This is an optimization exercise on Yosys and OpenROAD, whose aim is small area, not a production implementation. RTL that was checked went through simulation tests only; none was proved equivalent to the original. The RTL of runs 3 and 4 was laid out without a check of its function. Power is estimated from default activity; no workload was simulated.

--- flow/design.v ---
module clint_top (
  input  logic        clk,
  input  logic        rst_n,
  input  logic [31:0] AXI_AWADDR,
  input  logic        AXI_AWVALID,
  output logic        AXI_AWREADY,
  input  logic [31:0] AXI_WDATA,
  input  logic [3:0]  AXI_WSTRB,
  input  logic        AXI_WVALID,
  output logic        AXI_WREADY,
  output logic [1:0]  AXI_BRESP,
  output logic        AXI_BVALID,
  input  logic        AXI_BREADY,
  input  logic [31:0] AXI_ARADDR,
  input  logic        AXI_ARVALID,
  output logic        AXI_ARREADY,
  output logic [31:0] AXI_RDATA,
  output logic [1:0]  AXI_RRESP,
  output logic        AXI_RVALID,
  input  logic        AXI_RREADY,
  output logic [7:0]  hart_swi,
  output logic [7:0]  hart_timeri
);
  armleocpu_clint_timebase #(
    .HART_COUNT(8),
    .HART_COUNT_WIDTH(3),
    .TIMEBASE_DIV(4)
  ) u_clint (
    .clk(clk), .rst_n(rst_n),
    .AXI_AWADDR(AXI_AWADDR), .AXI_AWVALID(AXI_AWVALID), .AXI_AWREADY(AXI_AWREADY),
    .AXI_WDATA(AXI_WDATA), .AXI_WSTRB(AXI_WSTRB), .AXI_WVALID(AXI_WVALID), .AXI_WREADY(AXI_WREADY),
    .AXI_BRESP(AXI_BRESP), .AXI_BVALID(AXI_BVALID), .AXI_BREADY(AXI_BREADY),
    .AXI_ARADDR(AXI_ARADDR), .AXI_ARVALID(AXI_ARVALID), .AXI_ARREADY(AXI_ARREADY),
    .AXI_RDATA(AXI_RDATA), .AXI_RRESP(AXI_RRESP), .AXI_RVALID(AXI_RVALID), .AXI_RREADY(AXI_RREADY),
    .hart_swi(hart_swi), .hart_timeri(hart_timeri)
  );
endmodule

module armleocpu_clint_timebase #(
  parameter int HART_COUNT       = 8,
  parameter int HART_COUNT_WIDTH = 3,
  parameter int TIMEBASE_DIV     = 1
) (
  input  logic                  clk,
  input  logic                  rst_n,
  input  logic [31:0]           AXI_AWADDR,
  input  logic                  AXI_AWVALID,
  output logic                  AXI_AWREADY,
  input  logic [31:0]           AXI_WDATA,
  input  logic [3:0]            AXI_WSTRB,
  input  logic                  AXI_WVALID,
  output logic                  AXI_WREADY,
  output logic [1:0]            AXI_BRESP,
  output logic                  AXI_BVALID,
  input  logic                  AXI_BREADY,
  input  logic [31:0]           AXI_ARADDR,
  input  logic                  AXI_ARVALID,
  output logic                  AXI_ARREADY,
  output logic [31:0]           AXI_RDATA,
  output logic [1:0]            AXI_RRESP,
  output logic                  AXI_RVALID,
  input  logic                  AXI_RREADY,
  output logic [HART_COUNT-1:0] hart_swi,
  output logic [HART_COUNT-1:0] hart_timeri
);
  localparam int PW = (TIMEBASE_DIV <= 2)    ? 1  : (TIMEBASE_DIV <= 4)    ? 2  :
                      (TIMEBASE_DIV <= 8)    ? 3  : (TIMEBASE_DIV <= 16)   ? 4  :
                      (TIMEBASE_DIV <= 32)   ? 5  : (TIMEBASE_DIV <= 64)   ? 6  :
                      (TIMEBASE_DIV <= 128)  ? 7  : (TIMEBASE_DIV <= 256)  ? 8  :
                      (TIMEBASE_DIV <= 512)  ? 9  : (TIMEBASE_DIV <= 1024) ? 10 :
                      (TIMEBASE_DIV <= 2048) ? 11 : (TIMEBASE_DIV <= 4096) ? 12 :
                      (TIMEBASE_DIV <= 8192) ? 13 : (TIMEBASE_DIV <= 16384) ? 14 :
                      (TIMEBASE_DIV <= 32768) ? 15 : 16;
  logic                  rst;
  logic                  bvalid_q, rvalid_q, err_q;
  logic [31:0]           rdata_q;
  logic [HART_COUNT-1:0] msip_q;
  logic [HART_COUNT-1:0] timeri_q;
  logic [63:0]           ncmp_q [HART_COUNT];
  logic [63:0]           mtime_q;
  logic                  tick;
  logic                  idle, wr_fire, rd_fire;
  assign rst     = ~rst_n;
  assign idle    = ~(bvalid_q | rvalid_q);
  assign wr_fire = idle & AXI_AWVALID & AXI_WVALID;
  assign rd_fire = idle & ~(AXI_AWVALID & AXI_WVALID) & AXI_ARVALID;
  assign AXI_AWREADY = wr_fire;
  assign AXI_WREADY  = wr_fire;
  assign AXI_ARREADY = rd_fire;
  assign AXI_BVALID  = bvalid_q;
  assign AXI_BRESP   = {err_q, 1'b0};
  assign AXI_RVALID  = rvalid_q;
  assign AXI_RRESP   = {err_q, 1'b0};
  assign AXI_RDATA   = rdata_q;
  assign hart_swi    = msip_q;
  assign hart_timeri = timeri_q;
  logic w_ok, w_msip, w_cmp, w_mt, w_none;
  logic r_ok, r_msip, r_cmp, r_mt, r_none;
  assign w_ok   = (AXI_AWADDR[31:16] == 16'h0) && (AXI_AWADDR[1:0] == 2'b00);
  assign w_msip = w_ok && (AXI_AWADDR[15:14] == 2'b00) && ({20'h0, AXI_AWADDR[13:2]} < HART_COUNT);
  assign w_cmp  = w_ok && (AXI_AWADDR[15:14] == 2'b01) && ({21'h0, AXI_AWADDR[13:3]} < HART_COUNT);
  assign w_mt   = w_ok && (AXI_AWADDR[15:3] == 13'h17FF);
  assign w_none = ~(w_msip | w_cmp | w_mt);
  assign r_ok   = (AXI_ARADDR[31:16] == 16'h0) && (AXI_ARADDR[1:0] == 2'b00);
  assign r_msip = r_ok && (AXI_ARADDR[15:14] == 2'b00) && ({20'h0, AXI_ARADDR[13:2]} < HART_COUNT);
  assign r_cmp  = r_ok && (AXI_ARADDR[15:14] == 2'b01) && ({21'h0, AXI_ARADDR[13:3]} < HART_COUNT);
  assign r_mt   = r_ok && (AXI_ARADDR[15:3] == 13'h17FF);
  assign r_none = ~(r_msip | r_cmp | r_mt);
  always_ff @(posedge clk) begin
    if (rst) begin
      bvalid_q <= 1'b0;
      rvalid_q <= 1'b0;
    end else begin
      if (wr_fire)         bvalid_q <= 1'b1;
      else if (AXI_BREADY) bvalid_q <= 1'b0;
      if (rd_fire)         rvalid_q <= 1'b1;
      else if (AXI_RREADY) rvalid_q <= 1'b0;
    end
  end
  logic [31:0] rdata_d;
  logic [HART_COUNT_WIDTH-1:0] ridx;
  assign ridx = AXI_ARADDR[3 +: HART_COUNT_WIDTH];
  always_comb begin
    rdata_d = 32'h0;
    if (r_cmp)  rdata_d = ~(AXI_ARADDR[2] ? ncmp_q[ridx][63:32] : ncmp_q[ridx][31:0]);
    if (r_mt)   rdata_d = AXI_ARADDR[2] ? mtime_q[63:32] : mtime_q[31:0];
    if (r_msip) rdata_d = {31'h0, msip_q[AXI_ARADDR[2 +: HART_COUNT_WIDTH]]};
  end
  always_ff @(posedge clk) begin
    if (idle) begin
      err_q   <= (AXI_AWVALID & AXI_WVALID) ? w_none : r_none;
      rdata_q <= rdata_d;
    end
  end
  logic [PW-1:0] presc_q;
  assign tick = (presc_q == PW'(TIMEBASE_DIV - 1));
  always_ff @(posedge clk) begin
    if (rst || tick) presc_q <= '0;
    else             presc_q <= presc_q + PW'(1);
  end
  logic        mt_wr;
  logic [63:0] mt_carry;
  logic [63:0] mt_we;
  assign mt_wr = wr_fire & w_mt;
  always_comb begin
    mt_carry[0] = tick & ~mt_wr;
    for (int i = 1; i < 64; i++) mt_carry[i] = mt_carry[i-1] & mtime_q[i-1];
    for (int i = 0; i < 64; i++)
      mt_we[i] = mt_wr & (AXI_AWADDR[2] == i[5]) & AXI_WSTRB[(i / 8) % 4];
  end
  always_ff @(posedge clk) begin
    for (int i = 0; i < 64; i++) begin
      if (rst)           mtime_q[i] <= 1'b0;
      else if (mt_we[i]) mtime_q[i] <= AXI_WDATA[i % 32];
      else if (mt_carry[i]) mtime_q[i] <= ~mtime_q[i];
    end
  end
  logic [HART_COUNT_WIDTH-1:0] widx;
  assign widx = AXI_AWADDR[3 +: HART_COUNT_WIDTH];
  always_ff @(posedge clk) begin
    for (int h = 0; h < HART_COUNT; h++) begin
      if (rst)
        msip_q[h] <= 1'b0;
      else if (wr_fire && w_msip && AXI_WSTRB[0] && AXI_AWADDR[2 +: HART_COUNT_WIDTH] == h)
        msip_q[h] <= AXI_WDATA[0];
    end
  end
  logic [31:0] ncmp_wd;
  assign ncmp_wd = ~(AXI_WDATA | {32{rst}});
  always_ff @(posedge clk) begin
    for (int h = 0; h < HART_COUNT; h++) begin
      for (int i = 0; i < 64; i++) begin
        if (rst || (wr_fire && w_cmp && widx == h && AXI_AWADDR[2] == i[5] && AXI_WSTRB[(i / 8) % 4]))
          ncmp_q[h][i] <= ncmp_wd[i % 32];
      end
    end
  end
  logic [HART_COUNT-1:0] ge;
  always_comb begin
    for (int h = 0; h < HART_COUNT; h++) begin
      logic c;
      c = 1'b1;
      for (int i = 0; i < 64; i++)
        c = (mtime_q[i] & ncmp_q[h][i]) | (mtime_q[i] & c) | (ncmp_q[h][i] & c);
      ge[h] = c;
    end
  end
  always_ff @(posedge clk) begin
    if (rst) timeri_q <= '0;
    else     timeri_q <= ge;
  end
endmodule
--- flow/run.sh ---
#!/bin/bash
# synth_recipe.tcl (not shown) runs the flow's synth.tcl, then flattens the netlist and writes it again
# the make line also repeats each setting of config.mk as NAME=value (left out here)
make -C /OpenROAD-flow-scripts/flow DESIGN_CONFIG=/design/flow/config.mk WORK_HOME=/design/flow/orfs CLKGATE_MAP_FILE= SYNTH_SCRIPT=/design/flow/synth_recipe.tcl finish
--- flow/config.mk ---
export PLATFORM = sky130hd
export DESIGN_NAME = clint_top
export DESIGN_NICKNAME = clint_top
export VERILOG_FILES = /design/flow/design.v
export SDC_FILE = /design/flow/constraint.sdc
export NUM_CORES = 4
export LEC_CHECK = 0
export CAP_MARGIN = 20
export CORE_MARGIN = 2
export CORE_UTILIZATION = 40
export SLEW_MARGIN = 20
--- flow/constraint.sdc ---
create_clock -name core_clock -period 5.0 [get_ports {clk}]
set_input_delay 1.0000 -clock core_clock [delete_from_list [all_inputs] [get_ports {clk}]]
set_output_delay 1.0000 -clock core_clock [all_outputs]
set_load 0.01 [all_outputs]
==> results.json, run 1 <==
{
  "outcome": "finished clean",
  "antenna_found_initial": 3,
  "yosys_warnings": 2,
  "p_clk_share_pct": 42.2,
  "die_height_um": 293,
  "crit_path_max_fanout": 23,
  "post-route-period-util_pct": 86.7,
  "synth_edf_count": 545,
  "clock-root-buffer": "clkbuf_16",
  "end_kind": "flop",
  "cts_buffer_depth": 3,
  "hold_buffers": 0,
  "layout_commonest_cell": "edfxtp_1",
  "grt_pass1_vias": 28000,
  "path_clk_slew_ps": 70,
  "drc": 0,
  "firstDrtPassIters": 8,
  "syn_area_per_cell_um2": 10.8,
  "nets": 3359,
  "cp.arrival_ps": 4890,
  "maxSlewHeadroom_pct": 19.4,
  "hold_viol": 0,
  "postCtsSetupBuffers": 0,
  "place_area_um2": 36900,
  "p_switching_w": 0.00347,
  "combPwrFrac_pct": 9.6,
  "async_flop_share_pct": 0,
  "ys_ff_latch": 629,
  "rsz0062_at_grt": "no",
  "cts_made_buffers": 72,
  "period_minus_slack_ps": 4330,
  "top_level_ports": 164,
  "switching_share_pct": 25.7,
  "setup_tns_ps": 0,
  "post_drt_wl_per_cell_um": 33.1,
  "rows": 106,
  "fin_skew_ps": 25.1,
  "maxCapViolations": 0,
  "grt_max_degree": 79,
  "gp_congestion": 1.04,
  "start_util_pct": 40.2,
  "seq_area_frac_synth_pct": 53.8,
  "seq_power_share_pct": 48.2,
  "ir_worst_vdd_mv": 0.249,
  "final_cell_mix": "edfxtp_1 (545), nor2_1 (274), o21ai_0 (239)",
  "dieArea_um2": 86100,
  "cts_htree_levels": 3,
  "powerDensity_nw_per_um2": 343,
  "fmax_ghz": 0.231,
  "routed_wl_um": 145000,
  "stdcell_area_um2": 39400,
  "critPathLaunchType": "flop",
  "core_area_um2": 83300,
  "cts_sinks": 629,
  "io_buffers": 161,
  "synthCells": 3096,
  "syn_area_um2": 33500,
  "crit_type": "reg2reg",
  "synthDistinctLibCells": 84,
  "hold_class": "reg2reg",
  "final_max_slew_viol_count": 0,
  "vias": 30400,
  "fill_cells": 7420,
  "clkLatencyLatePin_ps": 630,
  "synth_flop_cell": "edfxtp_1",
  "grt_usage_pct": 32.8,
  "grt-ovfl-total": 0,
  "p_int_w": 0.0101,
  "vias_per_cell": 6.92,
  "ant_nets": 0,
  "cts_tree": "built",
  "setup_viol": 0,
  "total_power_w": 0.0135,
  "grt_first_pass_wirelength_um": 205000,
  "worstPathRequired_ps": 5560,
  "ctsResizeCount": 0,
  "drive_gt1_share_pct": 13.0,
  "final_cells": 4394,
  "whs_ps": 430,
  "p_leak_nw": 13.1,
  "dp_cells": 4255,
  "worstMarginPinSlew_ps": 1200,
  "drt_iter0_markers": 5268,
  "dp_hpwl_um": 104000,
  "die_w_um": 293,
  "area_delta_synth_final_pct": 17.6
}
==> sequential cells by signal, indices dropped and copies added, names as in the netlist <==
name / count
u_clint.rvalid_q: 1
u_clint.mtime_q: 64
u_clint.bvalid_q: 1
u_clint.timeri_q: 8
u_clint.msip_q: 8
u_clint.ncmp_q: 512
u_clint.presc_q: 2
u_clint.rdata_q: 32
u_clint.err_q: 1
==> final cells by class <==
| cell class | count | area (um2) | share of cell area [%] |
|---|---|---|---|
| sequential | 629 | 18000 | 45.8 |
| clock buffer | 99 | 2030 | 5.15 |
| multi-input combinational | 2178 | 14400 | 36.4 |
| antenna | 3 | 7.51 | 0.0190 |
| timing repair buffer | 349 | 3080 | 7.81 |
| clock inverter | 35 | 473 | 1.20 |
| tap | 1080 | 1350 | 3.43 |
| inverter | 21 | 81.3 | 0.206 |
==> synth_stat cells, types with 36 or more instances <==
| master | instances | area [um2] |
|---|---|---|
| a22o_1 | 49 | 429 |
| nor2_1 | 290 | 1090 |
| xor2_1 | 36 | 315 |
| o22ai_1 | 199 | 1240 |
| a221oi_1 | 75 | 657 |
| mux2i_1 | 73 | 731 |
| buf_2 | 38 | 190 |
| o21a_1 | 39 | 293 |
| a31oi_1 | 43 | 269 |
| dfxtp_1 | 84 | 1680 |
| clkbuf_1 | 186 | 698 |
| maj3_1 | 36 | 360 |
| a22oi_1 | 124 | 931 |
| edfxtp_1 | 545 | 16400 |
| nor3_1 | 58 | 290 |
| nand3_1 | 62 | 310 |
| o21ai_0 | 239 | 1200 |
| a21oi_1 | 94 | 470 |
| nand2_1 | 192 | 721 |
| a211oi_1 | 66 | 495 |
==> per-stage QoR <==
stage	utilization (%)	setup slack [ps]
detailed placement	44.3	623
floorplan	-	1090
global placement	44.3	545
finish	47.3	666
global route	47.3	538
CTS	47.3	726
==> cells by family (layout without fill, tap and decap cells) <==
group | Yosys count | after routing | synth area share [%]
buf+inv | 290 | 504 | 3.51
compound gates | 1153 | 1153 | 23.7
xor+xnor | 60 | 60 | 1.57
other cells | 1 | 5 | 0.0112
fa+ha+maj | 39 | 39 | 1.18
simple gates | 793 | 793 | 11.0
mux | 131 | 131 | 5.17
flops | 629 | 629 | 53.8
==> routing by layer <==
| layer | part of all wire [%] | up-vias | track usage [%] |
|---|---|---|---|
| li1 | - | 12700 | - |
| met1 | 38 | 15000 | 43.8 |
| met2 | 44 | 2361 | 50.3 |
| met3 | 13 | 383 | 8.34 |
| met4 | 5.0 | 4 | 14.7 |
| met5 | 0.023 | - | 0 |
==> final timing paths <==
check,start,to,slack [ps],depth (start not counted)
worst max-delay path,u_clint.mtime_q[55],u_clint.timeri_q[7],670,11
worst min-delay path,u_clint.presc_q[0],u_clint.presc_q[0],430,1
worst max register to register,u_clint.mtime_q[55],u_clint.timeri_q[7],670,11
worst min register to register,u_clint.presc_q[0],u_clint.presc_q[0],430,1
==> critical path, cell delays in order (launching register included) <==
cell and delay (ps):
dfxtp_1 820, nor2_1 150, or4_1 600, a221oi_1 450
buf_4 250, and3_1 350, nand3_1 170, o21ai_1 380
maj3_1 290, o21ai_1 110, o41ai_1 410, o2111a_1 260
==> power groups by stage <==
stage / clock, W / sequential [W] / combinational [W]
3_5_place_dp: 0 / 0.00660 / 0.00126
5_1_grt: 0.00590 / 0.00654 / 0.00135
2_1_floorplan: 0 / 0.00646 / 0.000648
4_1_cts: 0.00572 / 0.00649 / 0.00126
6_report: 0.00570 / 0.00652 / 0.00130
3_3_place_gp: 0 / 0.00659 / 0.00125
==> inputs of run 2 (changes only) <==
--- a/flow/config.mk
+++ b/flow/config.mk
@@ -7,5 +7,6 @@
 export LEC_CHECK = 0
-export CAP_MARGIN = 20
+export CAP_MARGIN = 0
 export CORE_MARGIN = 2
-export CORE_UTILIZATION = 40
-export SLEW_MARGIN = 20
+export CORE_UTILIZATION = 55
+export CTS_BUF_LIST = sky130_fd_sc_hd__clkbuf_4 sky130_fd_sc_hd__clkbuf_8
+export SLEW_MARGIN = 0
==> run 2 against run 1 <==
Effect of this change: maximum frequency shrank 4.3%; via count grew 1.7%; cell area shrank 1.9%; still clean on timing, DRC and antenna; power shrank 4.1%; clock skew grew 15 ps; synthesized area is the same; combinational power is essentially flat; setup slack lost 190 ps; critical path type unchanged.
==> results.json, run 2 <==
{
  "post_drt_wl_per_cell_um": 33.8,
  "synth_top_family_by_area": "compound AO/OA/AOI/OAI gates",
  "synth_compound_area_share_pct": 23.7,
  "hold_class": "reg2reg",
  "slowest_delay_ps": 990,
  "end_kind": "flop",
  "dieArea_um2": 62900,
  "synthAdderAreaFrac_pct": 1.18,
  "synth_top_area_share_pct": 48.8,
  "vias": 30900,
  "top_register": "u_clint.ncmp_q",
  "hold_depth": 1,
  "place_area_um2": 36300,
  "crit_type": "reg2reg",
  "drc": 0,
  "core_area_um2": 60400,
  "worstPathRequired_ps": 5630,
  "firstDrtPassIters": 11,
  "drt_iter0_markers": 6004,
  "gp_congestion": 1.08,
  "cts_made_buffers": 108,
  "seq_area_frac_synth_pct": 53.8,
  "crit_buf_inv": 1,
  "setup_tns_ps": 0,
  "drive_gt1_share_pct": 14.3,
  "synthDistinctLibCells": 84,
  "total_power_w": 0.0130,
  "grt_pass1_vias": 28200,
  "fmax_ghz": 0.221,
  "period_minus_slack_ps": 4530,
  "synth_area_leaders": "edfxtp_1 (49%), dfxtp_1 (5.0%), o22ai_1 (3.7%), o21ai_0 (3.6%), nor2_1 (3.2%)",
  "rsz0062_at_grt": "no",
  "routed_wl_um": 140000,
  "hold_buffers": 0,
  "clock-root-buffer": "clkbuf_8",
  "maxCapViolations": 0,
  "yosys_warnings": 2,
  "cpMaxStageDelayCell": "a221oi_1",
  "ys_ff_latch": 629,
  "synthCells": 3096,
  "area_delta_synth_final_pct": 15.4,
  "synth-simple-area-share_pct": 11.0,
  "synth_most_common_cell": "edfxtp_1",
  "syn_area_um2": 33500,
  "crit_chain": "buf_4, a22o_1, a221oi_1, nand3_1, a2111oi_0, o21ai_1, maj3_2, a2bb2oi_2, a311oi_1, a211oi_1",
  "synth-xor-area-share_pct": 1.57,
  "crit_path_max_fanout": 15,
  "rows": 90,
  "maxSlewHeadroom_pct": 7.30,
  "cp.depth": 10,
  "hold_viol": 0,
  "powerDensity_nw_per_um2": 335,
  "preCtsSetupSlack_ps": 724,
  "critPathLaunchType": "flop",
  "synth_edf_count": 545,
  "whs_ps": 445,
  "io_buffers": 161,
  "synth_flop_cell": "edfxtp_1",
  "synthMuxAreaShare_pct": 5.17,
  "cp.arrival_ps": 5160,
  "nets": 3375,
  "postCtsSetupBuffers": 0,
  "grt_usage_pct": 43.7,
  "fill_cells": 4781,
  "layout_commonest_cell": "edfxtp_1",
  "synth_top_area_cell": "edfxtp_1",
  "cts_buffer_depth": 3,
  "cts_tree": "built",
  "final_max_slew_viol_count": 0,
  "fin_skew_ps": 39.8,
  "syn_area_per_cell_um2": 10.8,
  "grt_first_pass_wirelength_um": 199000,
  "die_w_um": 251,
  "worstMarginPinSlew_ps": 1390,
  "outcome": "finished clean",
  "stdcell_area_um2": 38700,
  "multi_input_area_um2": 14300,
  "crit_family": "compound AO/OA/AOI/OAI gates",
  "cts_htree_levels": 3,
  "grt_max_degree": 79,
  "top_level_ports": 164,
  "start_util_pct": 55.5,
  "synthTopCellsByCount": "edfxtp_1 (545), nor2_1 (290), o21ai_0 (239)",
  "reg.largest.list": "u_clint.ncmp_q: 512 flops, u_clint.mtime_q: 64 flops, u_clint.rdata_q: 32 flops",
  "die_height_um": 251,
  "p_leak_nw": 13.1,
  "dp_hpwl_um": 99700,
  "path_clk_slew_ps": 60,
  "vias_per_cell": 7.45,
  "rr_worst_depth": 10,
  "post-route-period-util_pct": 90.5,
  "final_cell_mix": "edfxtp_1 (545), nor2_1 (287), o21ai_0 (239)",
  "ir_worst_vdd_mv": 0.212,
  "clkLatencyLatePin_ps": 760,
  "ant_nets": 0,
  "setup_viol": 0,
  "grt-ovfl-total": 0,
  "seq_area_um2": 18000,
  "worst_slack_ps": 473,
  "largest_reg_flops": 512,
  "ctsResizeCount": 0,
  "async_flop_share_pct": 0,
  "cts_sinks": 629,
  "antenna_found_initial": 3
}
==> run 2: cell counts after synthesis <==
No cell type changed its count.
==> run 2: per-stage QoR <==
| stage | utilization [%] | instances |
|---|---|---|
| floorplan | - | 3097 |
| global placement | 60.2 | 3939 |
| detailed placement | 60.2 | 3939 |
| CTS | 64.1 | 4145 |
| global route | 64.1 | 4145 |
| finish | 64.1 | 4147 |
==> run 2: layout make-up <==
type | count | share of cell area [%]
Sequential cell | 629 | 46.7
Multi-Input combinational cell | 2178 | 37.0
Timing Repair Buffer | 329 | 7.45
Clock buffer | 158 | 5.06
Tap cell | 782 | 2.53
Clock inverter | 48 | 1.05
Inverter | 21 | 0.210
Antenna cell | 2 | 0.0129
==> run 2: cells by family after synthesis <==
| logic type | after synthesis |
|---|---|
| DFF | 629 |
| adders and majority gates | 39 |
| muxes | 131 |
| other | 1 |
| and+or+nand+nor | 793 |
| AOI/OAI and AO/OA | 1153 |
| xor gates and xnor gates | 60 |
| buffers and inverters | 290 |
==> run 2: power by group <==
part           switching, W  internal, W  leakage, nW
sequential         0.000384      0.00613         5.98
combinational      0.000810     0.000486         5.81
clock               0.00231      0.00284         1.26
==> run 2: worst paths after layout <==
kind         slack [ps]                 from                  end
min                 450   u_clint.presc_q[0]   u_clint.presc_q[0]
min reg2reg         450   u_clint.presc_q[0]   u_clint.presc_q[0]
max                 470  u_clint.mtime_q[42]  u_clint.timeri_q[6]
max reg2reg         470  u_clint.mtime_q[42]  u_clint.timeri_q[6]
==> run 2: routing by layer <==
| layer | part of all wire, % | track usage [%] | vias to the layer above |
|---|---|---|---|
| li1 | - | - | 12700 |
| met3 | 15 | 12.6 | 569 |
| met4 | 7.2 | 24.9 | 2 |
| met1 | 36 | 59.1 | 14800 |
| met5 | 0.012 | 0 | - |
| met2 | 42 | 63.3 | 2868 |
==> inputs of run 3 (changes only) <==
--- a/flow/design.v
+++ b/flow/design.v
@@ -122,7 +122,14 @@
   assign ridx = AXI_ARADDR[3 +: HART_COUNT_WIDTH];
+  logic [2*HART_COUNT-1:0] rsel_cmp;
+  logic [1:0]              rsel_mt;
   always_comb begin
+    for (int k = 0; k < 2 * HART_COUNT; k++)
+      rsel_cmp[k] = r_cmp && (AXI_ARADDR[2 +: HART_COUNT_WIDTH + 1] == k);
+    rsel_mt[0] = r_mt & ~AXI_ARADDR[2];
+    rsel_mt[1] = r_mt &  AXI_ARADDR[2];
     rdata_d = 32'h0;
-    if (r_cmp)  rdata_d = ~(AXI_ARADDR[2] ? ncmp_q[ridx][63:32] : ncmp_q[ridx][31:0]);
-    if (r_mt)   rdata_d = AXI_ARADDR[2] ? mtime_q[63:32] : mtime_q[31:0];
-    if (r_msip) rdata_d = {31'h0, msip_q[AXI_ARADDR[2 +: HART_COUNT_WIDTH]]};
+    for (int k = 0; k < 2 * HART_COUNT; k++)
+      rdata_d = rdata_d | ({32{rsel_cmp[k]}} & ~ncmp_q[k / 2][32 * (k % 2) +: 32]);
+    rdata_d = rdata_d | ({32{rsel_mt[0]}} & mtime_q[31:0]) | ({32{rsel_mt[1]}} & mtime_q[63:32]);
+    rdata_d[0] = rdata_d[0] | (r_msip & msip_q[AXI_ARADDR[2 +: HART_COUNT_WIDTH]]);
   end
--- a/flow/config.mk
+++ b/flow/config.mk
@@ -10,3 +10,5 @@
 export CORE_UTILIZATION = 55
-export CTS_BUF_LIST = sky130_fd_sc_hd__clkbuf_4 sky130_fd_sc_hd__clkbuf_8
+export CTS_BUF_LIST = sky130_fd_sc_hd__clkbuf_8 sky130_fd_sc_hd__clkbuf_16
+export CTS_CLUSTER_DIAMETER = 100
+export CTS_CLUSTER_SIZE = 30
 export SLEW_MARGIN = 0
==> run 3 against run 2 <==
Effect of this change: the layout now fails its checks (capacitance limit, slew limit); count of clock-buffer cells in the layout down 130; critical path depth down 2; register-to-register slack better by 230 ps; synthesized cell count down 1.8%; global-route usage up 3.6 points; critical path type is now in2reg; largest cell class unchanged; largest power group unchanged; highest routed layer unchanged.
==> results.json, run 3 <==
{
  "total_power_w": 0.0104,
  "synth_most_common_cell": "edfxtp_1",
  "synth_top_area_share_pct": 49.7,
  "cts_tree": "built",
  "vias": 31400,
  "grt_pass1_vias": 28500,
  "p_leak_nw": 12.1,
  "crit_chain": "clkdlybuf4s50_1, nand4_1, or4_1, nor4_4, and2_1, nand2_1, o21ai_0, a21oi_1",
  "hold_viol": 0,
  "maxSlewHeadroom_pct": -6.84,
  "clkLatencyLatePin_ps": 640,
  "critPathLaunchType": "primary input",
  "cp.arrival_ps": 4830,
  "grt_usage_pct": 47.4,
  "drive_gt1_share_pct": 9.08,
  "grt-ovfl-total": 0,
  "worstMarginPinSlew_ps": 1580,
  "setup_viol": 0,
  "fill_cells": 4762,
  "period_minus_slack_ps": 4320,
  "synthCells": 3039,
  "vias_per_cell": 7.98,
  "top_level_ports": 164,
  "firstDrtPassIters": 25,
  "cts_sinks": 629,
  "fin_skew_ps": 23.8,
  "drt_iter0_markers": 6956,
  "crit_type": "in2reg",
  "die_height_um": 249,
  "whs_ps": 487,
  "synth_flop_cell": "edfxtp_1",
  "synth_top_area_cell": "edfxtp_1",
  "layout_commonest_cell": "edfxtp_1",
  "yosys_warnings": 2,
  "setup_tns_ps": 0,
  "io_buffers": 161,
  "grt_max_degree": 100,
  "final_util_pct": 61.8,
  "final_max_slew_viol_count": 2,
  "gp_congestion": 1.06,
  "core_area_um2": 59100,
  "crit_path_max_fanout": 16,
  "outcome": "failed layout checks",
  "synth_edf_count": 545,
  "slowest_delay_ps": 710,
  "ir_worst_vdd_mv": 0.263,
  "synthDistinctLibCells": 75,
  "fmax_ghz": 0.231,
  "reg.largest.list": "u_clint.ncmp_q: 512 flops, u_clint.mtime_q: 64 flops, u_clint.rdata_q: 32 flops",
  "start_util_pct": 55.7,
  "path_clk_slew_ps": 120,
  "synth_area_leaders": "edfxtp_1 (50%), o22ai_1 (6.7%), dfxtp_1 (5.1%), nor2_1 (3.0%), nand2_1 (2.3%)",
  "synthTopCellsByCount": "edfxtp_1 (545), o22ai_1 (354), nor2_1 (262)",
  "clock-root-buffer": "clkbuf_16",
  "area_delta_synth_final_pct": 11.0,
  "final_cells": 3938,
  "worstPathRequired_ps": 5510,
  "ctsResizeCount": 0,
  "rows": 89,
  "rsz0062_at_grt": "no",
  "dp_cells": 3886,
  "async_flop_share_pct": 0,
  "cts_buffer_depth": 3,
  "dieArea_um2": 61800,
  "post-route-period-util_pct": 86.4,
  "end_kind": "flop",
  "cts_made_buffers": 27,
  "final_cell_mix": "edfxtp_1 (545), o22ai_1 (354), nor2_1 (261)",
  "routed_wl_um": 151000,
  "seq_area_frac_synth_pct": 54.8,
  "antenna_found_initial": 11,
  "maxCapViolations": 3,
  "syn_area_per_cell_um2": 10.8,
  "hold_buffers": 0,
  "die_w_um": 249,
  "nets": 3250,
  "postCtsSetupBuffers": 0,
  "cts_htree_levels": 1,
  "grt_first_pass_wirelength_um": 211000,
  "ant_nets": 0,
  "largest_reg_flops": 512,
  "cpMaxStageDelayCell": "clkdlybuf4s50_1",
  "drc": 0,
  "ys_ff_latch": 629,
  "post_drt_wl_per_cell_um": 38.4,
  "dp_hpwl_um": 111000,
  "syn_area_um2": 32900,
  "so.violations": "capacitance limit, slew limit",
  "powerDensity_nw_per_um2": 284,
  "top_register": "u_clint.ncmp_q",
  "hold_class": "reg2reg"
}
## run 3: per-stage QoR
stage | setup WS (ps) | area (um2)
after global routing | 719 | 36500
after floorplan | 796 | 32900
after detailed placement | 380 | 35700
after global placement | 481 | 35600
final | 680 | 36500
after CTS | 960 | 36500
## run 3: kinds of logic (layout without fill, tap and decap cells)
group                      after synthesis  count (layout)  share of synthesized area, %
buffers and inverters                  276             398                          3.93
DFF                                    629             629                          54.8
AOI/OAI and AO/OA                     1122            1122                          24.0
and+or+nand+nor                        872             872                          13.1
xor gates and xnor gates                60              60                          1.60
other                                    1               5                        0.0114
adders and majority gates               10              10                         0.312
muxes                                   69              69                          2.25
## run 3: report_power, final
group / internal (W) / total (W) / switching [W]
registers: 0.00613 / 0.00663 / 0.000500
logic: 0.000333 / 0.000875 / 0.000542
clock network: 0.00112 / 0.00289 / 0.00177
total: 0.00758 / 0.0104 / 0.00281
## run 3: layer usage
metal / up-vias / track usage (%) / wire, um / part of all wire (%)
met4: 16 / 26.8 / 11600 / 7.7
met2: 3348 / 65.8 / 60200 / 40
met5: - / 0.309 / 125 / 0.083
li1: 12400 / - / - / -
met3: 665 / 18.4 / 26900 / 18
met1: 15000 / 63.2 / 52600 / 35
## run 3: area by class of cell
type / instances / area (um2) / share of cell area (%)
clock buffers: 28 / 701 / 1.92
repair buffers: 336 / 2980 / 8.15
diodes: 3 / 7.51 / 0.0205
multi-input cells: 2135 / 13600 / 37.3
inverters: 13 / 50.0 / 0.137
clock inverters: 21 / 175 / 0.479
flip-flops and latches: 629 / 18000 / 49.4
well taps: 773 / 967 / 2.65
## run 3: worst paths after layout
check / start / endpoint / slack, ps / cells past startpoint
worst min register to register: u_clint.presc_q[0] / u_clint.presc_q[0] / 490 / 1
worst min-delay path: u_clint.presc_q[0] / u_clint.presc_q[0] / 490 / 1
worst max register to register: u_clint.mtime_q[19] / u_clint.mtime_q[63] / 700 / 7
worst max-delay path: AXI_AWADDR[4] / u_clint.mtime_q[57] / 680 / 8
## run 3: worst max-delay path: cells and delay by family
kind / cells / cell delay, ps
AND/OR/NAND/NOR: 5 / 2530
buffers and inverters: 1 / 710
AO/OA/AOI/OAI: 2 / 580
==> inputs of run 4 (changes only) <==
==> flow/flow/run.sh (new file) <==
#!/bin/bash
# Standard ORFS layout with two changes: port buffers use the smallest buffer cell, and clock-tree
# synthesis clusters more sinks per buffer and inserts no dummy loads.
set -euo pipefail
export BUFFER_PORTS_ARGS="-buffer_cell sky130_fd_sc_hd__buf_1"
export CTS_ARGS="-sink_clustering_enable -repair_clock_nets -dont_use_dummy_load -sink_clustering_size 30 -sink_clustering_max_diameter 100 -buf_list {sky130_fd_sc_hd__clkbuf_8 sky130_fd_sc_hd__clkbuf_16}"
bash standard.sh > flow_make.log 2>&1
==> flow/standard.sh (new file) <==
#!/bin/bash
# synth_recipe.tcl (not shown) runs the flow's synth.tcl, then flattens the netlist and writes it again
# the make line also repeats each setting of config.mk as NAME=value (left out here)
make -C /OpenROAD-flow-scripts/flow DESIGN_CONFIG=/design/flow/config.mk WORK_HOME=/design/flow/orfs CLKGATE_MAP_FILE= SYNTH_SCRIPT=/design/flow/synth_recipe.tcl "${@:-finish}"
--- a/flow/config.mk
+++ b/flow/config.mk
@@ -10,5 +10,2 @@
 export CORE_UTILIZATION = 55
-export CTS_BUF_LIST = sky130_fd_sc_hd__clkbuf_8 sky130_fd_sc_hd__clkbuf_16
-export CTS_CLUSTER_DIAMETER = 100
-export CTS_CLUSTER_SIZE = 30
 export SLEW_MARGIN = 0
removed: flow/run.sh
==> run 4 against run 3 <==
Effect of this change: the layout still fails its checks (capacitance limit, slew limit); via count decreased by 0.26%; power fell by 2.6%; maximum frequency shrank 8.8%; utilization shrank 2.0 points; clock skew rose by 42 ps; register-to-register slack got worse by 440 ps; sequential power about the same; critical endpoint is now u_clint.timeri_q[1].
==> results.json, run 4 <==
{
  "outcome": "failed layout checks",
  "so.violations": "capacitance limit, slew limit",
  "nets": 3248,
  "die_height_um": 249,
  "grt_first_pass_wirelength_um": 211000,
  "final_cells": 3918,
  "firstDrtPassIters": 24,
  "synthTopCellsByCount": "edfxtp_1 (545), o22ai_1 (354), nor2_1 (262)",
  "hold_depth": 1,
  "cts_sinks": 629,
  "hold_class": "reg2reg",
  "yosys_warnings": 2,
  "routed_wl_um": 153000,
  "rows": 89,
  "maxCapViolations": 3,
  "io_buffers": 161,
  "min_from": "u_clint.presc_q[0]",
  "final_util_pct": 59.8,
  "die_w_um": 249,
  "drt_iter0_markers": 7220,
  "grt_usage_pct": 47.6,
  "cts_buffer_depth": 3,
  "cts_htree_levels": 1,
  "ant_nets": 0,
  "r2r-start": "u_clint.mtime_q[56]",
  "fin_skew_ps": 65.6,
  "cp.arrival_ps": 5310,
  "fmax_ghz": 0.211,
  "seq_area_frac_synth_pct": 54.8,
  "hold_viol": 0,
  "final_max_slew_viol_count": 21,
  "worst_slack_ps": 261,
  "dp_cells": 3880,
  "hold_buffers": 0,
  "preCtsSetupSlack_ps": 705,
  "grt-ovfl-total": 0,
  "powerDensity_nw_per_um2": 286,
  "synthDistinctLibCells": 75,
  "clkLatencyLatePin_ps": 670,
  "dp_hpwl_um": 112000,
  "synth_area_leaders": "edfxtp_1 (50%), o22ai_1 (6.7%), dfxtp_1 (5.1%), nor2_1 (3.0%), nand2_1 (2.3%)",
  "drc": 0,
  "core_area_um2": 59100,
  "end_kind": "flop",
  "dieArea_um2": 61800,
  "period_minus_slack_ps": 4740,
  "synth_edf_count": 545,
  "synthCells": 3039,
  "p_leak_nw": 11.5,
  "grt_pass1_vias": 28300,
  "rr_worst_depth": 8,
  "fill_cells": 4972,
  "crit_path_max_fanout": 20,
  "vias": 31300,
  "largest_reg_flops": 512,
  "holdPathEnd": "u_clint.presc_q[0]",
  "clock-root-buffer": "clkbuf_16",
  "synth_top_area_cell": "edfxtp_1",
  "critPathLaunchType": "flop",
  "worst_r2r_endpoint": "u_clint.timeri_q[1]",
  "layout_commonest_cell": "edfxtp_1",
  "final_cell_mix": "edfxtp_1 (545), o22ai_1 (354), nor2_1 (261)",
  "rsz0062_at_grt": "no",
  "ys_ff_latch": 629,
  "path_clk_slew_ps": 110,
  "post_drt_wl_per_cell_um": 39.0,
  "syn_area_um2": 32900,
  "grt_max_degree": 96,
  "worst-r2r-setup-slack_ps": 260,
  "gp_congestion": 1.05,
  "async_flop_share_pct": 0,
  "synth_most_common_cell": "edfxtp_1",
  "cts_made_buffers": 29,
  "area_delta_synth_final_pct": 7.35,
  "worstMarginPinSlew_ps": 1530,
  "setup_tns_ps": 0,
  "syn_area_per_cell_um2": 10.8,
  "ir_worst_vdd_mv": 0.404,
  "top_level_ports": 164,
  "maxSlewHeadroom_pct": -1.97,
  "synth_flop_cell": "edfxtp_1",
  "reg.largest.list": "u_clint.ncmp_q: 512 flops, u_clint.mtime_q: 64 flops, u_clint.rdata_q: 32 flops",
  "start_util_pct": 55.7,
  "postCtsSetupBuffers": 0,
  "crit_type": "reg2reg",
  "vias_per_cell": 8.00,
  "cts_tree": "built",
  "antenna_found_initial": 9,
  "worstPathRequired_ps": 5570,
  "synth_top_area_share_pct": 49.7,
  "top_register": "u_clint.ncmp_q",
  "drive_gt1_share_pct": 8.80,
  "post-route-period-util_pct": 94.8,
  "ctsResizeCount": 0,
  "setup_viol": 0
}
[run 4: layout make-up]
type                            count  area (um2)  area share (%)
Antenna cell                        7        17.5          0.0496
Sequential cell                   629       18000            51.1
Clock buffer                       29         726            2.05
Multi-Input combinational cell   2135       13600            38.5
Timing Repair Buffer              332        1920            5.43
Tap cell                          773         967            2.74
Inverter                           13        50.0           0.142
[run 4: how the worst max path moves through the flow]
stage / endpoint / start
finish: u_clint.timeri_q[1] / u_clint.mtime_q[56]
global route: u_clint.timeri_q[1] / u_clint.mtime_q[55]
CTS: u_clint.timeri_q[1] / u_clint.mtime_q[56]
detailed placement: u_clint.ncmp_q[1][56] / AXI_AWADDR[28]
global placement: u_clint.ncmp_q[1][56] / AXI_AWADDR[28]
floorplan: u_clint.ncmp_q[1][32] / u_clint.rvalid_q
[run 4: report_power, final]
group,internal (W),switching [W],total [W]
clock network,0.00104,0.00168,0.00271
logic,0.000247,0.000549,0.000795
registers,0.00613,0.000486,0.00661
[run 4: per-stage QoR]
step	power, W	cell area (um2)	hold slack [ps]
final	0.0101	35300	453
after global routing	0.0103	35300	480
after CTS	0.00999	35300	451
after detailed placement	0.00744	34600	437
after global placement	0.00742	34600	418
after floorplan	0.00685	32900	408
[run 4: layer usage]
layer,up-vias,wire length [um],track usage [%]
met5,-,89,0.232
met4,12,10900,25.9
met3,647,26700,17.6
met2,3395,61500,66.9
met1,14900,53600,64.0
li1,12400,-,-
[run 4: cells by family (layout without fill, tap and decap cells)]
kind of cell,after synthesis,count (layout),synth area share (%)
AND/OR/NAND/NOR,872,872,13.1
AO/OA/AOI/OAI,1122,1122,24.0
other,1,9,0.0114
flip-flops,629,629,54.8
multiplexers,69,69,2.25
XOR/XNOR,60,60,1.60
buffers and inverters,276,374,3.93
adder cells (fa/ha/maj),10,10,0.312
[run 4: critical path, cell delays in order, from the launching register on]
cell and delay [ps]:
dfxtp_1 920, o22ai_1 230, or3_1 430, a221oi_1 950
o221ai_1 560, a2111oi_1 900, buf_4 280, nor4b_1 60
nor3_1 300
==> inputs of run 5 (changes only) <==
--- a/flow/design.v
+++ b/flow/design.v
@@ -148,17 +148,21 @@
   logic        mt_wr;
+  logic [7:0]  mt_ld;         
+  logic [31:0] mt_wd;         
+  logic [7:0]  mt_blk_ones, mt_blk_cin;
   logic [63:0] mt_carry;
-  logic [63:0] mt_we;
   assign mt_wr = wr_fire & w_mt;
+  assign mt_wd = AXI_WDATA & ~{32{rst}};
   always_comb begin
-    mt_carry[0] = tick & ~mt_wr;
-    for (int i = 1; i < 64; i++) mt_carry[i] = mt_carry[i-1] & mtime_q[i-1];
+    for (int k = 0; k < 8; k++) mt_ld[k] = rst | (mt_wr & (AXI_AWADDR[2] == k[2]) & AXI_WSTRB[k % 4]);
+    for (int k = 0; k < 8; k++) mt_blk_ones[k] = &mtime_q[8*k +: 8];
+    mt_blk_cin[0] = tick;
+    for (int k = 1; k < 8; k++) mt_blk_cin[k] = mt_blk_cin[k-1] & mt_blk_ones[k-1];
+    for (int k = 0; k < 8; k++) begin
+      mt_carry[8*k] = mt_blk_cin[k];
+      for (int j = 1; j < 8; j++) mt_carry[8*k+j] = mt_carry[8*k+j-1] & mtime_q[8*k+j-1];
+    end
+  end
+  always_ff @(posedge clk) begin
     for (int i = 0; i < 64; i++)
-      mt_we[i] = mt_wr & (AXI_AWADDR[2] == i[5]) & AXI_WSTRB[(i / 8) % 4];
-  end
-  always_ff @(posedge clk) begin
-    for (int i = 0; i < 64; i++) begin
-      if (rst)           mtime_q[i] <= 1'b0;
-      else if (mt_we[i]) mtime_q[i] <= AXI_WDATA[i % 32];
-      else if (mt_carry[i]) mtime_q[i] <= ~mtime_q[i];
-    end
+      mtime_q[i] <= mt_ld[i / 8] ? mt_wd[i % 32] : (mtime_q[i] ^ (mt_carry[i] & ~mt_wr));
   end
@@ -187,7 +191,19 @@
     for (int h = 0; h < HART_COUNT; h++) begin
-      logic c;
-      c = 1'b1;
-      for (int i = 0; i < 64; i++)
-        c = (mtime_q[i] & ncmp_q[h][i]) | (mtime_q[i] & c) | (ncmp_q[h][i] & c);
-      ge[h] = c;
+      logic c0, c1, c2, t1, t2;
+      c0 = 1'b1;
+      for (int i = 0; i < 22; i++)
+        c0 = (mtime_q[i] & ncmp_q[h][i]) | (mtime_q[i] & c0) | (ncmp_q[h][i] & c0);
+      c1 = 1'b0;
+      t1 = 1'b1;
+      for (int i = 22; i < 43; i++) begin
+        c1 = (mtime_q[i] & ncmp_q[h][i]) | (mtime_q[i] & c1) | (ncmp_q[h][i] & c1);
+        t1 = t1 & (mtime_q[i] | ncmp_q[h][i]);
+      end
+      c2 = 1'b0;
+      t2 = 1'b1;
+      for (int i = 43; i < 64; i++) begin
+        c2 = (mtime_q[i] & ncmp_q[h][i]) | (mtime_q[i] & c2) | (ncmp_q[h][i] & c2);
+        t2 = t2 & (mtime_q[i] | ncmp_q[h][i]);
+      end
+      ge[h] = c2 | (t2 & (c1 | (t1 & c0)));
     end
==> flow/run.sh (new file) <==
#!/bin/bash
# synth_recipe.tcl (not shown) runs the flow's synth.tcl, then flattens the netlist and writes it again
# the make line also repeats each setting of config.mk as NAME=value (left out here)
make -C /OpenROAD-flow-scripts/flow DESIGN_CONFIG=/design/flow/config.mk WORK_HOME=/design/flow/orfs CLKGATE_MAP_FILE= SYNTH_SCRIPT=/design/flow/synth_recipe.tcl finish
--- a/flow/config.mk
+++ b/flow/config.mk
@@ -7,5 +7,8 @@
 export LEC_CHECK = 0
-export CAP_MARGIN = 0
+export CAP_MARGIN = 20
 export CORE_MARGIN = 2
-export CORE_UTILIZATION = 55
-export SLEW_MARGIN = 0
+export CORE_UTILIZATION = 45
+export CTS_BUF_LIST = sky130_fd_sc_hd__clkbuf_8 sky130_fd_sc_hd__clkbuf_16
+export CTS_CLUSTER_DIAMETER = 80
+export CTS_CLUSTER_SIZE = 20
+export SLEW_MARGIN = 20
removed: flow/flow/run.sh
removed: flow/standard.sh
==> run 5 against run 4 <==
Effect of this change: maximum frequency grew 13%; routed wire length increased by 4.2%; non-clock buffer count rose by 46; global-route usage down 6.4 points; sequential power increased by 1%; the run now finishes clean; critical path depth increased by 2; power grew 13%; sequential cell count did not move; clock skew fell by 40 ps; via count up 1.5%; register-to-register slack improved by 550 ps.
==> results.json, run 5 <==
{
  "r2r-start": "u_clint.mtime_q[47]",
  "io_buffers": 161,
  "ant_nets": 0,
  "layout_commonest_cell": "edfxtp_1",
  "dieArea_um2": 75400,
  "synth_most_common_cell": "edfxtp_1",
  "slowest_delay_ps": 990,
  "worst-r2r-setup-slack_ps": 810,
  "start_util_pct": 45.3,
  "fmax_ghz": 0.238,
  "drc": 0,
  "cts_tree": "built",
  "rsz0062_at_grt": "no",
  "combPwrFrac_pct": 8.3,
  "synth_area_leaders": "edfxtp_1 (50%), o22ai_1 (6.4%), dfxtp_1 (5.1%), nor2_1 (3.3%), nand2_1 (3.2%)",
  "area_delta_synth_final_pct": 15.0,
  "cts_buffer_depth": 3,
  "yosys_warnings": 2,
  "maxSlewHeadroom_pct": 17.6,
  "worst_r2r_endpoint": "u_clint.timeri_q[6]",
  "dp_hpwl_um": 118000,
  "p_clk_share_pct": 33.6,
  "synth_edf_count": 545,
  "synth_top_area_cell": "edfxtp_1",
  "p_switching_w": 0.00312,
  "dp_cells": 4284,
  "drt_iter0_markers": 6605,
  "cts_htree_levels": 2,
  "post-route-period-util_pct": 83.9,
  "nets": 3478,
  "rows": 99,
  "synthTopCellsByCount": "edfxtp_1 (545), o22ai_1 (339), nor2_1 (290)",
  "top_register": "u_clint.ncmp_q",
  "cp.depth": 10,
  "switching_share_pct": 27.2,
  "path_clk_slew_ps": 90,
  "maxCapViolations": 0,
  "synthDistinctLibCells": 82,
  "hold_depth": 1,
  "crit_family": "simple AND/OR/NAND/NOR gates",
  "cts_sinks": 629,
  "crit_path_max_fanout": 18,
  "hold_buffers": 0,
  "holdPathEnd": "u_clint.presc_q[0]",
  "final_util_pct": 52.1,
  "setup_viol": 0,
  "firstDrtPassIters": 12,
  "end_kind": "flop",
  "whs_ps": 439,
  "rr_worst_depth": 10,
  "worstMarginPinSlew_ps": 1220,
  "critical_path.startpoint": "u_clint.mtime_q[47]",
  "ys_ff_latch": 629,
  "ctsResizeCount": 0,
  "syn_area_per_cell_um2": 10.3,
  "setup_tns_ps": 0,
  "die_height_um": 275,
  "cpMaxStageDelayCell": "dfxtp_1",
  "p_leak_nw": 12.4,
  "async_flop_share_pct": 0,
  "postCtsSetupBuffers": 0,
  "synth_top_area_share_pct": 49.7,
  "final_cell_mix": "edfxtp_1 (545), o22ai_1 (339), nor2_1 (287)",
  "drive_gt1_share_pct": 10.4,
  "clkLatencyLatePin_ps": 620,
  "vias": 31800,
  "synthCells": 3198,
  "hold_viol": 0,
  "crit_buf_inv": 2,
  "worstPathRequired_ps": 5520,
  "cts_made_buffers": 43,
  "seq_area_frac_synth_pct": 54.8,
  "final_cells": 4365,
  "final_max_slew_viol_count": 0,
  "clock-root-buffer": "clkbuf_16",
  "top_level_ports": 164,
  "die_w_um": 275,
  "reg.largest.list": "u_clint.ncmp_q: 512 flops, u_clint.mtime_q: 64 flops, u_clint.rdata_q: 32 flops",
  "period_minus_slack_ps": 4190,
  "grt_pass1_vias": 28700,
  "post_drt_wl_per_cell_um": 36.4,
  "critPathLaunchType": "flop",
  "grt_max_degree": 47,
  "grt-ovfl-total": 0,
  "outcome": "finished clean",
  "syn_area_um2": 33000,
  "vias_per_cell": 7.29,
  "crit_type": "reg2reg",
  "antenna_found_initial": 7,
  "routed_wl_um": 159000,
  "largest_reg_flops": 512,
  "crit_chain": "buf_4, or2_2, o221ai_1, nor4_1, nand4_1, nor4_1, buf_4, o211a_1, o41ai_1, o211ai_1",
  "core_area_um2": 72700,
  "grt_usage_pct": 41.2,
  "grt_first_pass_wirelength_um": 219000,
  "min_from": "u_clint.presc_q[0]",
  "powerDensity_nw_per_um2": 303,
  "synth_flop_cell": "edfxtp_1",
  "ir_worst_vdd_mv": 0.310,
  "p_int_w": 0.00837,
  "hold_class": "reg2reg",
  "cp.arrival_ps": 4710,
  "gp_congestion": 1.04,
  "seq_power_share_pct": 58.1,
  "fin_skew_ps": 25.5
}
run 5: cell types whose count changed after synthesis, moves of 33 or more:
cell      before  now
nand2_1      204  285
a22oi_1       90   51
o21ai_0      135  210
a22o_1        46    9
a31oi_1       33   69
a21oi_1       65  130
maj3_1         9   62
clkbuf_1     142  183
buf_2         65    9
o21a_1        41    8
run 5: worst register-to-register path, delay by kind of cell (launching register included):
family                 cells  cell delay [ps]
buffers and inverters      2              570
DFF                        1              990
and+or+nand+nor            4             2080
AOI/OAI and AO/OA          4              470
run 5: cell type report:
cell class	count	area, um2
multi-input combinational	2294	13900
tap	959	1200
clock inverter	30	256
timing repair buffer	378	3240
sequential	629	18000
inverter	24	90.1
antenna	3	7.51
clock buffer	48	1190
fill	6450	34800
run 5: power groups by stage:
stage               sequential, W  clock, W  combinational, W
global route              0.00667   0.00405           0.00100
finish                    0.00668   0.00386          0.000957
floorplan                 0.00647         0          0.000438
CTS                       0.00663   0.00385          0.000929
global placement          0.00675         0          0.000917
detailed placement        0.00675         0          0.000925
run 5: worst max path at each step:
stage | to | slack [ps]
floorplan | u_clint.ncmp_q[1][32] | 950
detailed placement | u_clint.mtime_q[40] | 550
finish | u_clint.timeri_q[6] | 810
global route | u_clint.timeri_q[0] | 770
global placement | u_clint.mtime_q[40] | 560
CTS | u_clint.timeri_q[2] | 910
run 5: kinds of logic after synthesis:
kind of cell,count (synthesis),share of synthesized area [%]
other cells,1,0.0114
mux,69,2.25
buf+inv,276,3.26
flops,629,54.8
fa+ha+maj,68,2.09
simple gates,935,12.9
compound gates,1156,23.0
xor+xnor,64,1.70
run 5: routing by layer:
layer | GRT usage, % | up-vias | part of all wire, %
li1 | - | 12900 | -
met1 | 54.8 | 15400 | 37
met2 | 62.4 | 2907 | 43
met3 | 9.23 | 571 | 13
met4 | 23.4 | 4 | 7.3
met5 | 0 | - | 0.017
run 5: stage by stage:
step / total power, W / worst slack, ps / area (um2)
6_report: 0.0115 / 806 / 37900
5_1_grt: 0.0117 / 768 / 37900
4_1_cts: 0.0114 / 913 / 37900
3_5_place_dp: 0.00767 / 547 / 36400
3_3_place_gp: 0.00767 / 559 / 36400
2_1_floorplan: 0.00690 / 949 / 33000
==> inputs of run 6 (changes only) <==
==> flow/flow/run.sh (new file) <==
#!/bin/bash
# Layout flow: the standard ORFS flow (standard.sh) with three changes.
#  1. Synthesis is the standard flow's synthesis script unchanged except that ABC maps the combinational
#     logic with flow/abc_area.script (area-oriented mapping). Registers are mapped by the
#     standard steps before ABC runs, so they are the same as in the standard synthesis.
#  2. Port buffers use the smallest buffer cell (sky130_fd_sc_hd__buf_1).
#  3. Clock-tree synthesis clusters more sinks per buffer and inserts no dummy loads.
# Each tool's full output goes to the ORFS logs under orfs/logs and to flow_make.log here.
set -euo pipefail
W=$PWD
mkdir -p mysynth
sed 's#^\( *\)log_cmd abc {\*}\$abc_args#\1log_cmd abc {*}[lreplace $abc_args 1 1 '"$W"'/flow/abc_area.script]#' \
  "$FLOW_HOME/scripts/synth.tcl" > mysynth/synth.tcl
grep -q 'flow/abc_area.script' mysynth/synth.tcl
sed "s#\$::env(SCRIPTS_DIR)/synth.tcl#$W/mysynth/synth.tcl#" synth_recipe.tcl > mysynth/synth_recipe.tcl
grep -q 'mysynth/synth.tcl' mysynth/synth_recipe.tcl
sed "s#SYNTH_SCRIPT=[^ ]*#SYNTH_SCRIPT=$W/mysynth/synth_recipe.tcl#" standard.sh > mysynth/standard.sh
grep -q 'mysynth/synth_recipe.tcl' mysynth/standard.sh
export BUFFER_PORTS_ARGS="-buffer_cell sky130_fd_sc_hd__buf_1"
export CTS_ARGS="-sink_clustering_enable -repair_clock_nets -dont_use_dummy_load -sink_clustering_size 20 -sink_clustering_max_diameter 80 -buf_list {sky130_fd_sc_hd__clkbuf_8 sky130_fd_sc_hd__clkbuf_16}"
bash mysynth/standard.sh > flow_make.log 2>&1
==> flow/flow/abc_area.script (new file) <==
&get -n
&st
&dch -f
&nf -p -a -F 8 -A 4
&put
buffer -c
topo
stime -c
upsize -c
dnsize -c
==> flow/standard.sh (new file) <==
#!/bin/bash
# synth_recipe.tcl (not shown) runs the flow's synth.tcl, then flattens the netlist and writes it again
# the make line also repeats each setting of config.mk as NAME=value (left out here)
make -C /OpenROAD-flow-scripts/flow DESIGN_CONFIG=/design/flow/config.mk WORK_HOME=/design/flow/orfs CLKGATE_MAP_FILE= SYNTH_SCRIPT=/design/flow/synth_recipe.tcl "${@:-finish}"
--- a/flow/config.mk
+++ b/flow/config.mk
@@ -10,5 +10,2 @@
 export CORE_UTILIZATION = 45
-export CTS_BUF_LIST = sky130_fd_sc_hd__clkbuf_8 sky130_fd_sc_hd__clkbuf_16
-export CTS_CLUSTER_DIAMETER = 80
-export CTS_CLUSTER_SIZE = 20
 export SLEW_MARGIN = 20
removed: flow/run.sh
==> run 6 against run 5 <==
Effect of this change: synthesized area is 8.3% lower; power fell by 2.9%; cell area down 12%; maximum frequency down 5.5%; largest cell class unchanged; clock power fell by about 20%; register-to-register slack worse by 240 ps; via count fell by 14%; setup slack worse by 240 ps; die area is 8.2% lower; combinational power grew 43%.
==> results.json, run 6 <==
{
  "critPathLaunchType": "flop",
  "seq_area_frac_synth_pct": 59.7,
  "ys_ff_latch": 629,
  "area_delta_synth_final_pct": 10.0,
  "worst_r2r_endpoint": "u_clint.timeri_q[4]",
  "top_register": "u_clint.ncmp_q",
  "rr_worst_depth": 15,
  "hold_viol": 0,
  "routed_wl_um": 131000,
  "maxCapViolations": 0,
  "cp_common_cell": "a21oi_1",
  "grt_pass1_vias": 24900,
  "synth_edf_count": 545,
  "fin_skew_ps": 72.9,
  "vias": 27300,
  "outcome": "finished clean",
  "dieArea_um2": 69300,
  "hold_buffers": 0,
  "whs_ps": 441,
  "critical_path.startpoint": "u_clint.mtime_q[4]",
  "grt-ovfl-total": 0,
  "crit_buf_inv": 2,
  "die_w_um": 263,
  "min_from": "u_clint.presc_q[0]",
  "drive_gt1_share_pct": 8.29,
  "clkLatencyLatePin_ps": 620,
  "worstMarginPinSlew_ps": 1130,
  "hold_depth": 1,
  "post_drt_wl_per_cell_um": 35.8,
  "synth_flop_cell": "edfxtp_1",
  "setup_viol": 0,
  "holdPathEnd": "u_clint.presc_q[0]",
  "path_clk_slew_ps": 90,
  "period_minus_slack_ps": 4440,
  "grt_max_degree": 78,
  "synth_most_common_cell": "edfxtp_1",
  "drc": 0,
  "ctsResizeCount": 0,
  "p_leak_nw": 10.5,
  "cts_tree": "built",
  "synth_top_area_share_pct": 54.1,
  "worst-r2r-setup-slack_ps": 560,
  "synthDistinctLibCells": 64,
  "start_util_pct": 45.2,
  "fmax_ghz": 0.225,
  "reg.largest.list": "u_clint.ncmp_q: 512 flops, u_clint.mtime_q: 64 flops, u_clint.rdata_q: 32 flops",
  "core_area_um2": 66800,
  "gp_congestion": 0.967,
  "top_level_ports": 164,
  "setup_tns_ps": 0,
  "crit_chain": "buf_4, a22oi_1, a21oi_1, o21ai_0, a21oi_1, o21ai_0, a21oi_1, o21ai_0, a21oi_1, o21ai_0, a21oi_1, buf_4, o2111ai_1, a2111oi_0, o21a_1",
  "worstPathRequired_ps": 5490,
  "layout_commonest_cell": "edfxtp_1",
  "cts_htree_levels": 2,
  "synthTopCellsByCount": "edfxtp_1 (545), o22ai_1 (321), o21ai_0 (263)",
  "io_buffers": 161,
  "synth_top_area_cell": "edfxtp_1",
  "final_cell_mix": "edfxtp_1 (545), o22ai_1 (321), o21ai_0 (263)",
  "ant_nets": 0,
  "synth_area_leaders": "edfxtp_1 (54%), o22ai_1 (6.6%), dfxtp_1 (5.6%), o21ai_0 (4.4%), a22oi_1 (4.2%)",
  "powerDensity_nw_per_um2": 335,
  "end_kind": "flop",
  "dp_hpwl_um": 93700,
  "r2r-start": "u_clint.mtime_q[4]",
  "drt_iter0_markers": 5306,
  "hold_class": "reg2reg",
  "firstDrtPassIters": 8,
  "cp.arrival_ps": 4930,
  "multi_input_area_um2": 11300,
  "cpMaxStageDelayCell": "o21ai_0",
  "async_flop_share_pct": 0,
  "rows": 95,
  "synthCells": 2664,
  "cts_buffer_depth": 3,
  "final_max_slew_viol_count": 0,
  "cts_sinks": 629,
  "die_height_um": 263,
  "ir_worst_vdd_mv": 0.223,
  "postCtsSetupBuffers": 0,
  "crit_type": "reg2reg",
  "nets": 2910,
  "grt_first_pass_wirelength_um": 183000,
  "syn_area_per_cell_um2": 11.3,
  "slowest_delay_ps": 630,
  "syn_area_um2": 30200,
  "post-route-period-util_pct": 88.7,
  "rsz0062_at_grt": "no",
  "crit_family": "compound AO/OA/AOI/OAI gates",
  "seq_area_um2": 18000,
  "vias_per_cell": 7.43,
  "crit_path_max_fanout": 14,
  "largest_reg_flops": 512,
  "yosys_warnings": 2,
  "clock-root-buffer": "clkbuf_16",
  "antenna_found_initial": 7,
  "maxSlewHeadroom_pct": 23.7,
  "fill_cells": 5988,
  "grt_usage_pct": 36.7,
  "cts_made_buffers": 38
}
[run 6: worst max-delay path by stage]
stage / slack, ps / cells after the start / end
finish: 560 / 15 / u_clint.timeri_q[4]
global route: 480 / 15 / u_clint.timeri_q[4]
CTS: 800 / 11 / u_clint.mtime_q[61]
detailed placement: 620 / 11 / u_clint.ncmp_q[5][17]
global placement: 630 / 11 / u_clint.ncmp_q[5][16]
floorplan: 1100 / 7 / u_clint.ncmp_q[5][32]
[run 6: area by class of cell]
cell class                 instances  area share [%]
antenna                            3          0.0226
clock buffer                      38            2.86
inverter                          13           0.147
multi-input combinational       1798            34.0
sequential                       629            54.3
tap                              873            3.28
timing repair buffer             322            5.46
[run 6: logic make-up (layout without fill, tap and decap cells)]
family | count (synthesis) | count (layout) | share of synthesized area (%)
compound gates | 1215 | 1215 | 27.1
flops | 629 | 629 | 59.7
simple gates | 562 | 562 | 9.41
buf+inv | 238 | 373 | 3.08
xor+xnor | 14 | 14 | 0.406
mux | 4 | 4 | 0.215
fa+ha+maj | 1 | 1 | 0.0414
other cells | 1 | 5 | 0.0124
[run 6: worst register-to-register path, cell delays in order (launching register included)]
cell and delay (ps):
dfxtp_1 510, buf_4 270, a22oi_1 190, a21oi_1 120, o21ai_0 630, a21oi_1 180
o21ai_0 440, a21oi_1 120, o21ai_0 520, a21oi_1 160, o21ai_0 210, a21oi_1 90
buf_4 180, o2111ai_1 310, a2111oi_0 170, o21a_1 230
[run 6: stage by stage]
step	instances	setup WS, ps	area (um2)	total power (W)	util, %
final	3676	563	33300	0.0111	49.8
after global routing	3673	482	33200	0.0114	49.8
after CTS	3673	801	33200	0.0110	49.8
after detailed placement	3635	624	32300	0.00807	48.3
after global placement	3635	628	32300	0.00805	48.3
after floorplan	2665	1100	30200	0.00731	-
[run 6: power breakdown]
part | internal, W | switching, W | total [W]
clock | 0.00136 | 0.00174 | 0.00310
combinational | 0.000470 | 0.000898 | 0.00137
sequential | 0.00616 | 0.000518 | 0.00668
total | 0.00799 | 0.00316 | 0.0111
[run 6: metal layers]
metal	track usage (%)	vias to the layer above	wire length, um
met1	49.1	13400	47900
met2	54.8	2409	56600
li1	-	11200	-
met4	17.3	6	7430
met3	11.0	354	19400
met5	0	-	44

-- afterwards: timing with drivers on the ports --
In the flow no input, the clock included, has a driving cell. The finished layouts below were timed again as built, in two steps.
Step 1: set_driving_cell puts a clkbuf_16 on clk and a buf_2 on each other input, an assumption about the parent block.
Step 2 times the ports against the registers' clock, not the clock port: input delays grow and output delays shrink by t, the midpoint of the rising clock arrivals with the driver on.
a / b / c = ideal ports / drivers / drivers and shift; a / b = the first two.
| run | shift t [ns] | setup WS [ns] | worst data-port slew with drivers (ns) |
|---|---|---|---|
| run 1 | 0.680 | 0.666 / 0.666 / 0.502 | 0.04 |
| run 2 | 0.804 | 0.473 / 0.473 / 0.473 | 0.06 |
| run 3 | 0.695 | 0.680 / 0.703 / 0.032 | 0.07 |
| run 4 | 0.702 | 0.261 / 0.261 / 0.261 | 0.12 |
| run 5 | 0.678 | 0.806 / 0.806 / 0.372 | 0.04 |
| run 6 | 0.657 | 0.563 / 0.563 / 0.420 | 0.09 |
The setup slack of run 3, which loses most, moves by +0.023 ns with the drivers and by -0.648 ns with both steps.
